Context: an optimization exercise on an open-source flow, tuned for small area, a short achievable clock period and few clock cycles per item. The choices shown serve that exercise and are no tape-out recipe. RTL that was checked went through simulation tests only; none was proved equivalent to the original. Power figures rest on the tool's default switching activity, not on a simulated workload.

Setup of old:
Design sequence_id_unwrapper, start of the top module:
module sequence_id_unwrapper (
  input  logic                          clk_i,
  input  logic                          rst_ni,
  input  logic                          cfg_valid_i,
  output logic                          cfg_ready_o,
  input  logic [sidu_pkg::ThrW-1:0]     gap_threshold_i,
  input  logic                          gen_load_i,
  input  logic [sidu_pkg::GenW-1:0]     gen_value_i,
  input  logic                          in_valid_i,
  output logic                          in_ready_o,
  input  logic [sidu_pkg::CidW-1:0]     compressed_id_i,
  output logic                          out_valid_o,
  input  logic                          out_ready_i,
  output logic                          accepted_o,
  output logic [sidu_pkg::IdW-1:0]      full_id_o
);
Settings: LEC_CHECK=0, CAP_MARGIN=20, CORE_MARGIN=2, CORE_UTILIZATION=40, SETUP_SLACK_MARGIN=5, SLEW_MARGIN=20, TNS_END_PERCENT=10; clock period 10.0 ns.
standard.sh (not shown) runs the stock make flow with config.mk's settings and CLKGATE_MAP_FILE= SYNTH_SCRIPT=/design/flow/synth_recipe.tcl, a recipe that flattens the netlist after the stock synthesis.
==> flow/flow/run.sh <==
#!/bin/bash
# Layout flow: the standard layout (standard.sh: the standard synthesis and ORFS steps,
# unchanged), with two make settings added:
#  - the buffer that placement puts on every input and output port is a plain buf_1 cell
#    instead of the resizer's default choice (a delay buffer);
set -euo pipefail
MARGIN=6
export BUFFER_PORTS_ARGS="-buffer_cell sky130_fd_sc_hd__buf_1"
bash standard.sh "BUFFER_PORTS_ARGS=$BUFFER_PORTS_ARGS" "SETUP_SLACK_MARGIN=$MARGIN" finish \
  > standard.log 2>&1
Changes in new relative to old:
Settings: TNS_END_PERCENT removed (was 10).
[summary]
- Across new and old, none had a timing, DRC or antenna violation.
- Summary: with old as the reference, via count in new moved up slightly.
- Leakage power total grows slightly when moving from old to new.
- Row critical path depth: new higher / old lower
- Diff old -> new: count of clock-net buffers in the final layout saw an increase, post-detailed-route wirelength per cell saw a decrease, die area saw little to no change.
- Number of synthesized flops with an enable pin: new vs old identical
- new ended with more post-CTS resize count than old.
Function was not checked in any run of this note: the RTL went through the layout flow alone.

---

## run A
Another version of the RTL of sequence_id_unwrapper (not shown whole).
Size in the first run: ~1700 cells after synthesis, about 200 flip-flops, ~150 I/O pins, roughly 16000 sq um of cells after synthesis.
==> flow/design.v (excerpt) <==
module sequence_id_unwrapper (
  input  logic                          clk_i,
  input  logic                          rst_ni,
  input  logic                          cfg_valid_i,
  output logic                          cfg_ready_o,
  input  logic [sidu_pkg::ThrW-1:0]     gap_threshold_i,
  input  logic                          gen_load_i,
  input  logic [sidu_pkg::GenW-1:0]     gen_value_i,
  input  logic                          in_valid_i,
  output logic                          in_ready_o,
  input  logic [sidu_pkg::CidW-1:0]     compressed_id_i,
  output logic                          out_valid_o,
  input  logic                          out_ready_i,
  output logic                          accepted_o,
  output logic [sidu_pkg::IdW-1:0]      full_id_o
);
clock: 10.0 ns
lec_check: 0
cap_margin: 20
core_margin: 2
core_utilization: 40
setup_slack_margin: 5
slew_margin: 20
tns_end_percent: 10
==> flow/flow/run.sh <==
#!/bin/bash
# Layout flow: the standard layout (standard.sh: the standard synthesis and ORFS steps,
# unchanged), with two make settings added:
#  - the buffer that placement puts on every input and output port is a plain buf_1 cell
#    instead of the resizer's default choice (a delay buffer);
set -euo pipefail
MARGIN=6.2
export BUFFER_PORTS_ARGS="-buffer_cell sky130_fd_sc_hd__buf_1"
bash standard.sh "BUFFER_PORTS_ARGS=$BUFFER_PORTS_ARGS" "SETUP_SLACK_MARGIN=$MARGIN" finish \
  > standard.log 2>&1
Testbench counts of run A, summed over its fixed seeds: cycles 80,176, items 80,000.
--- input diff run A..run B ---
Settings: swapping 20 for 5 in CAP_MARGIN; swapping 20 for 5 in SLEW_MARGIN.
diff --git a/flow/flow/run.sh b/flow/flow/run.sh
--- a/flow/flow/run.sh
+++ b/flow/flow/run.sh
@@ -6,3 +6,3 @@
 set -euo pipefail
-MARGIN=6.2
+MARGIN=6
 export BUFFER_PORTS_ARGS="-buffer_cell sky130_fd_sc_hd__buf_1"
==> notes.md <==
Run B vs run A, area used by multi-input combinational logic went down by about 3%.
The lower worst hold slack came out of run B.
Via count is higher on run A
Final instance area improves in run B relative to run A.
Of run B and run A, it is run B that has the higher peak ir drop on the vdd network.
Period utilization, run A and run B: lower on run A
Going from run A to run B, longest individual stage delay on the worst path shows no meaningful change; sequential share of layout area picked up an extra 1.2 points.
Of run B and run A, it is run B that has the lower minimum setup slack in the final design.
Post-layout minimum cycle time is higher on run B
Global-route usage: run B vs run A down 0.36 points
Inputs modified between run B and run C:
Settings: CTS_CLUSTER_SIZE: unset -> 40; SLEW_MARGIN: 5 -> 20; CAP_MARGIN: 5 -> 20; CTS_CLUSTER_DIAMETER: unset -> 100.
==> comparison <==
Compared run B against run C; final area within noise. Run B -> run C: met3 track demand over resource delta 0, exact match. As far as post-synth net total is concerned, run B and run C perform about the same. Changes observed in run C relative to run B: post-layout net count did not really move; depth of the most critical reg-to-reg path did not really move; portion of netlist area occupied by mux cells did not really move. Reported for run C and run B, total of hold buffers inserted after clock tree synthesis turned out identical to the last digit. ~same switching power in run C and run B. Comparing run B with run C, the part of the power in combinational logic came out essentially unchanged. Number of ordinary and repair buffers in the finished layout: run B vs run C, no meaningful difference.
[inputs] run D vs run C
Settings: clearing CTS_CLUSTER_SIZE, which used to be 40; clearing CTS_CLUSTER_DIAMETER, which used to be 100; swapping 40 for 60 in CORE_UTILIZATION.
### Flow results
Having completed the whole flow, run D delivered a layout that passed the timing, design-rule and antenna checks. Run D ended up with sky130_fd_sc_hd__fa_1 as its slowest cell on the critical path; run C ended up with sky130_fd_sc_hd__or3_1. Taking run C as the reference, in run D number of buffers inserted by post-CTS setup repair has increased, clock sink count ~0 delta, final-layout fill cell count fell about 46%, insertion delay of the later-clocked pin in the worst-skew pair now sits at about the same level. Any difference in sequential power between run D and run C is small enough to ignore. Compared with run C, run D shows total net switching power that has gone up by more than 10%.
Edits applied to the flow inputs when going from run D to run E:
Settings: CORE_UTILIZATION: 60 -> 40; TNS_END_PERCENT: 10 -> unset.
## What came out
Relative to run D, global-route usage decreased by 11 points in run E. Cell count: run E higher than run D. Run E contains fewer vias than run D. Measured against each other, run E and run D differ in switching part of the total, the lower figure coming from run E. Number of antenna repair diodes up 1 in run E wrt run D. | power after layout | higher: run D |. Initial standard-cell utilization of the core, run E and run D: lower on run E. On run E: weighted congestion at the end of routability-driven global placement is 6.9% lower than what run D gave. Going from run D to run E, number of cells on the worst reg-to-reg path down 1; share of power burned in combinational logic moved up; wire length -about 2.5%. Looking at end point of the critical path, the wrap_q$_DFF_P_ result is from run D; the a_flg_q[2]$_DFFE_PN_ one comes from run E.

---

Setup of run P:
The RTL this note starts from:
==> flow/design.v <==
package sidu_pkg;
  localparam int unsigned IdW  = 64;
  localparam int unsigned CidW = 16;
  localparam int unsigned ThrW = 14;
  localparam int unsigned GenW = 48;
  localparam logic [CidW-1:0] IdSpan   = 16'hFFFF;
  localparam logic [ThrW-1:0] GapReset = 14'd1500;
endpackage
module sidu_flags (
  input  logic [13:0] thr_i,
  input  logic [15:0] cid_i,
  output logic [2:0]  flags_o,     
  output logic [16:0] v1_o
);
  assign flags_o = {cid_i > ~{2'b00, thr_i}, cid_i > {2'b00, thr_i}, cid_i < {1'b0, thr_i, 1'b0}};
  assign v1_o    = {1'b0, cid_i} + 17'h0FFFF;
endmodule
module sidu_step (
  input  logic [13:0] thr_i,
  input  logic [15:0] head_i,
  input  logic [63:0] lid_i,
  input  logic [16:0] blo_i,
  input  logic        db_i,
  input  logic [16:0] r_i,
  input  logic        cr_i,
  input  logic [15:0] cid_i,
  input  logic        wrap_i,      
  input  logic        adv_i,       
  input  logic [16:0] v1_i,        
  output logic        ok_o,
  output logic        head_we_o,
  output logic [63:0] lid_o,
  output logic [16:0] blo_o,
  output logic        db_o,
  output logic [16:0] r_o,
  output logic        cr_o
);
  logic        wrap, adv, raise, gt, cv, cb, bones;
  logic [16:0] v, r65;
  logic [17:0] sv, blo65;
  logic [18:0] lo, hi_d;
  logic [46:0] hi, x;
  logic [47:0] pre;
  always_comb begin
    wrap = wrap_i;
    adv  = adv_i;
    v    = wrap ? v1_i : {1'b0, cid_i};
    lo   = {2'b00, v} + {5'b00000, thr_i} - {2'b00, r_i};
    hi_d = {2'b00, r_i} + {5'b00000, thr_i} - {2'b00, v};
    ok_o = !lo[18] && !hi_d[18];
    gt   = v > r_i;
    blo65 = {1'b0, blo_i} + 18'h0FFFF;         
    cb    = blo65[17];
    sv    = {1'b0, blo_i} + {1'b0, v};
    cv    = sv[17];
    hi    = lid_i[63:17];
    x     = hi ^ {47{db_i}};
    pre[0] = 1'b1;
    for (int i = 1; i <= 47; i++) pre[i] = pre[i-1] & x[i-1];
    bones = pre[47];                           
    raise = gt ^ (bones & (cv ^ cr_i));
    lid_o = {hi ^ ({47{db_i ^ cv}} & pre[46:0]), sv[16:0]};
    blo_o = adv ? blo65[16:0] : blo_i;
    db_o  = cv & ~(adv & cb);
    r65   = r_i + 17'h10001;                   
    if (raise) r_o = (wrap && !adv) ? v1_i : {1'b0, cid_i};
    else       r_o = adv ? r65 : r_i;
    cr_o      = (raise ? cv : cr_i) & ~(adv & cb);
    head_we_o = adv || (cid_i > head_i);
  end
endmodule
module sidu_core (
  input  logic                          clk_i,
  input  logic                          rst_ni,
  input  logic                          step_i,
  output logic                          busy_o,
  input  logic [sidu_pkg::CidW-1:0]     cid_i,
  input  logic                          wrap_i,
  input  logic                          adv_i,
  input  logic                          hwc_i,
  input  logic [16:0]                   v1_i,
  output logic                          hw_d_o,
  output logic [sidu_pkg::ThrW-1:0]     thr_o,
  input  logic                          cfg_we_i,
  input  logic [sidu_pkg::ThrW-1:0]     cfg_data_i,
  input  logic                          ld_we_i,
  input  logic [sidu_pkg::GenW-1:0]     ld_gen_i,
  output logic                          acc_o,
  output logic [sidu_pkg::IdW-1:0]      id_o
);
  logic [13:0] thr_q;
  logic [15:0] head_q;
  logic        hw_q, hw_d;
  logic [63:0] lid_q, lid_s;
  logic [16:0] blo_q, blo_s;
  logic        db_q, db_s;
  logic [16:0] r_q, r_s;
  logic        cr_q, cr_s;
  logic        acc_q, ok, head_we, cfix_q;
  logic        busy_q, zero_q, cy_q;
  logic [3:0]  cnt_q, fa, fb;
  logic [4:0]  fs;
  sidu_step u_step (
    .thr_i     (thr_q),
    .head_i    (head_q),
    .lid_i     (lid_q),
    .blo_i     (blo_q),
    .db_i      (db_q),
    .r_i       (r_q),
    .cr_i      (cr_q),
    .cid_i     (cid_i),
    .wrap_i    (wrap_i),
    .adv_i     (adv_i),
    .v1_i      (v1_i),
    .ok_o      (ok),
    .head_we_o (head_we),
    .lid_o     (lid_s),
    .blo_o     (blo_s),
    .db_o      (db_s),
    .r_o       (r_s),
    .cr_o      (cr_s)
  );
  always_comb begin
    if (ld_we_i)                          hw_d = 1'b0;
    else if (busy_q)                      hw_d = hw_q;
    else if (cfix_q)                      hw_d = head_q > ~{2'b00, thr_q};
    else if (step_i && ok && head_we)     hw_d = hwc_i;
    else                                  hw_d = hw_q;
  end
  always_comb begin
    fa = (zero_q || cnt_q < 4'd4)  ? 4'h0 : lid_q[3:0];
    fb = (zero_q || cnt_q >= 4'd12) ? 4'hF : ~lid_q[19:16];
    fs = {1'b0, fa} + {1'b0, fb} + {4'd0, cy_q};
  end
  always_ff @(posedge clk_i or negedge rst_ni) begin
    if (!rst_ni) begin
      thr_q  <= sidu_pkg::GapReset;
      head_q <= '0;
      hw_q   <= 1'b0;
      r_q    <= 17'd1;
      cfix_q <= 1'b0;
      busy_q <= 1'b1;
      zero_q <= 1'b1;
      cnt_q  <= '0;
      cy_q   <= 1'b0;
    end else begin
      cfix_q <= cfg_we_i;
      hw_q   <= hw_d;
      if (cfg_we_i) thr_q <= cfg_data_i;
      if (ld_we_i) begin
        head_q <= '0;
        r_q    <= 17'd1;
        busy_q <= 1'b1;
        zero_q <= 1'b0;
        cnt_q  <= '0;
        cy_q   <= 1'b0;
      end else if (busy_q) begin
        cnt_q  <= cnt_q + 4'd1;
        cy_q   <= fs[4];
        busy_q <= (cnt_q != 4'd15);
      end else if (step_i && ok) begin
        if (head_we) head_q <= cid_i;
        r_q <= r_s;
      end
    end
  end
  always_ff @(posedge clk_i) begin
    if (ld_we_i) begin
      lid_q[63:16] <= ld_gen_i;
    end else if (busy_q) begin
      lid_q <= {fs[3:0], lid_q[63:4]};
      if (cnt_q == 4'd15) begin
        blo_q <= lid_q[20:4];
        db_q  <= 1'b0;
        cr_q  <= &lid_q[20:4];                 
      end
    end else if (step_i && ok) begin
      lid_q <= lid_s;
      blo_q <= blo_s;
      db_q  <= db_s;
      cr_q  <= cr_s;
    end
    if (step_i) acc_q <= ok;
  end
  assign busy_o = busy_q;
  assign hw_d_o = hw_d;
  assign thr_o  = thr_q;
  assign acc_o  = acc_q;
  assign id_o   = acc_q ? lid_q : '0;
endmodule
module sequence_id_unwrapper (
  input  logic                          clk_i,
  input  logic                          rst_ni,
  input  logic                          cfg_valid_i,
  output logic                          cfg_ready_o,
  input  logic [sidu_pkg::ThrW-1:0]     gap_threshold_i,
  input  logic                          gen_load_i,
  input  logic [sidu_pkg::GenW-1:0]     gen_value_i,
  input  logic                          in_valid_i,
  output logic                          in_ready_o,
  input  logic [sidu_pkg::CidW-1:0]     compressed_id_i,
  output logic                          out_valid_o,
  input  logic                          out_ready_i,
  output logic                          accepted_o,
  output logic [sidu_pkg::IdW-1:0]      full_id_o
);
  logic                      a_vld_q, b_free_q, out_vld_q;
  logic [sidu_pkg::CidW-1:0] a_cid_q, b_cid_q, a_cid_d;
  logic [2:0]                a_flg_q, a_flg_d, flg;
  logic                      wrap_q, adv_q, wrap_d, hw_d;
  logic [16:0]               a_v1_q, a_v1_d;
  logic [sidu_pkg::ThrW-1:0] thr;
  logic                      step, a_free, take, busy;
  assign take        = in_valid_i && b_free_q;
  assign step        = a_vld_q && !busy && (!out_vld_q || out_ready_i);
  assign a_free      = !a_vld_q || step;
  assign in_ready_o  = b_free_q;
  assign cfg_ready_o = 1'b1;
  assign a_cid_d     = b_free_q ? compressed_id_i : b_cid_q;
  assign flg         = a_free ? a_flg_d : a_flg_q;
  assign wrap_d      = hw_d && flg[0];
  sidu_flags u_flags (
    .thr_i   (thr),
    .cid_i   (a_cid_d),
    .flags_o (a_flg_d),
    .v1_o    (a_v1_d)
  );
  sidu_core u_core (
    .clk_i      (clk_i),
    .rst_ni     (rst_ni),
    .step_i     (step),
    .busy_o     (busy),
    .cid_i      (a_cid_q),
    .wrap_i     (wrap_q),
    .adv_i      (adv_q),
    .hwc_i      (a_flg_q[2]),
    .v1_i       (a_v1_q),
    .hw_d_o     (hw_d),
    .thr_o      (thr),
    .cfg_we_i   (cfg_valid_i),
    .cfg_data_i (gap_threshold_i),
    .ld_we_i    (gen_load_i),
    .ld_gen_i   (gen_value_i),
    .acc_o      (accepted_o),
    .id_o       (full_id_o)
  );
  always_ff @(posedge clk_i or negedge rst_ni) begin
    if (!rst_ni) begin
      a_vld_q   <= 1'b0;
      b_free_q  <= 1'b1;
      out_vld_q <= 1'b0;
    end else begin
      if (a_free) begin
        a_vld_q  <= !b_free_q || take;
        b_free_q <= 1'b1;
      end else if (take) begin
        b_free_q <= 1'b0;
      end
      if (step) begin
        out_vld_q <= 1'b1;
      end else if (out_ready_i) begin
        out_vld_q <= 1'b0;
      end
    end
  end
  always_ff @(posedge clk_i) begin
    wrap_q <= wrap_d;
    adv_q  <= wrap_d && flg[1];
    if (a_free) begin
      a_cid_q <= a_cid_d;
      a_flg_q <= a_flg_d;
      a_v1_q  <= a_v1_d;
    end
    if (!a_free && take) b_cid_q <= compressed_id_i;
  end
  assign out_valid_o = out_vld_q;
endmodule
Settings: LEC_CHECK=0, CAP_MARGIN=20, CORE_MARGIN=2, CORE_UTILIZATION=40, SETUP_SLACK_MARGIN=5, SLEW_MARGIN=20; clock period 10.0 ns.
==> flow/flow/run.sh <==
#!/bin/bash
# Layout flow: the standard layout (standard.sh, unchanged synthesis and steps), with the
# port buffers that placement inserts on every input and output made plain buf_1 cells
# instead of the resizer's default choice.
set -euo pipefail
export BUFFER_PORTS_ARGS="-buffer_cell sky130_fd_sc_hd__buf_1"
bash standard.sh "BUFFER_PORTS_ARGS=$BUFFER_PORTS_ARGS" SETUP_SLACK_MARGIN=7 finish > standard.log 2>&1
The final layout from run P, which completed every stage, passed the timing, design-rule and antenna checks at the end of the flow.
The following lists how run H was set up differently from run P:
-- flow/flow/run.sh --
<<< run P, line 6
export BUFFER_PORTS_ARGS="-buffer_cell sky130_fd_sc_hd__buf_1"
bash standard.sh "BUFFER_PORTS_ARGS=$BUFFER_PORTS_ARGS" SETUP_SLACK_MARGIN=7 finish > standard.log 2>&1
>>> run H, line 6
export BUFFER_PORTS_ARGS="-buffer_cell sky130_fd_sc_hd__buf_1"
bash standard.sh "BUFFER_PORTS_ARGS=$BUFFER_PORTS_ARGS" finish > standard.log 2>&1
Findings:
Synthesis-to-layout area growth | run H below run P. [run H vs run P] post-route clock skew: higher in run H. Run H: post-route worst setup slack lower than run P. There was hardly any difference in post-synthesis async set-or-reset flop share between run H and run P. As far as flip-flop and latch count goes, run H and run P are indistinguishable; the numbers are identical.
No functional check of the RTL was part of any run of this note.

==> static timing again, ports no longer ideal <==
No port has a modelled driver above. Below, the same layouts with a new extraction and two added sets of constraints. Step 1 assumes that a clkbuf_16 drives the clock port and a buf_2 every other input. Step 2 also shifts input and output timing later by t, the mid clock arrival at the registers, as if the neighbouring blocks saw the same clock. Three values: ideal, step 1, step 2; two values: the first two.
run | t (ns) | setup WS [ns] | slew at the worst register clock pin (ns)
old | 0.599 | 6.036 / 6.043 / 5.467 | 0.07 / 0.07
new | 0.615 | 6.050 / 6.050 / 5.516 | 0.07 / 0.07
run A | 0.520 | 6.136 / 6.147 / 5.648 | 0.09 / 0.09
run B | 0.512 | 6.045 / 6.069 / 5.558 | 0.08 / 0.08
run C | 0.512 | 6.045 / 6.069 / 5.558 | 0.08 / 0.08
run D | 0.500 | 5.916 / 5.916 / 5.510 | 0.10 / 0.10
run E | 0.508 | 6.054 / 6.086 / 5.578 | 0.08 / 0.08
run P | 0.524 | 6.232 / 6.232 / 5.940 | 0.08 / 0.08
run H | 0.528 | 5.264 / 5.264 / 5.075 | 0.10 / 0.10
After both steps every run listed still meets setup and hold. For old, which loses most, drivers alone change the setup slack by +0.007 ns; drivers and shift together by -0.569 ns.
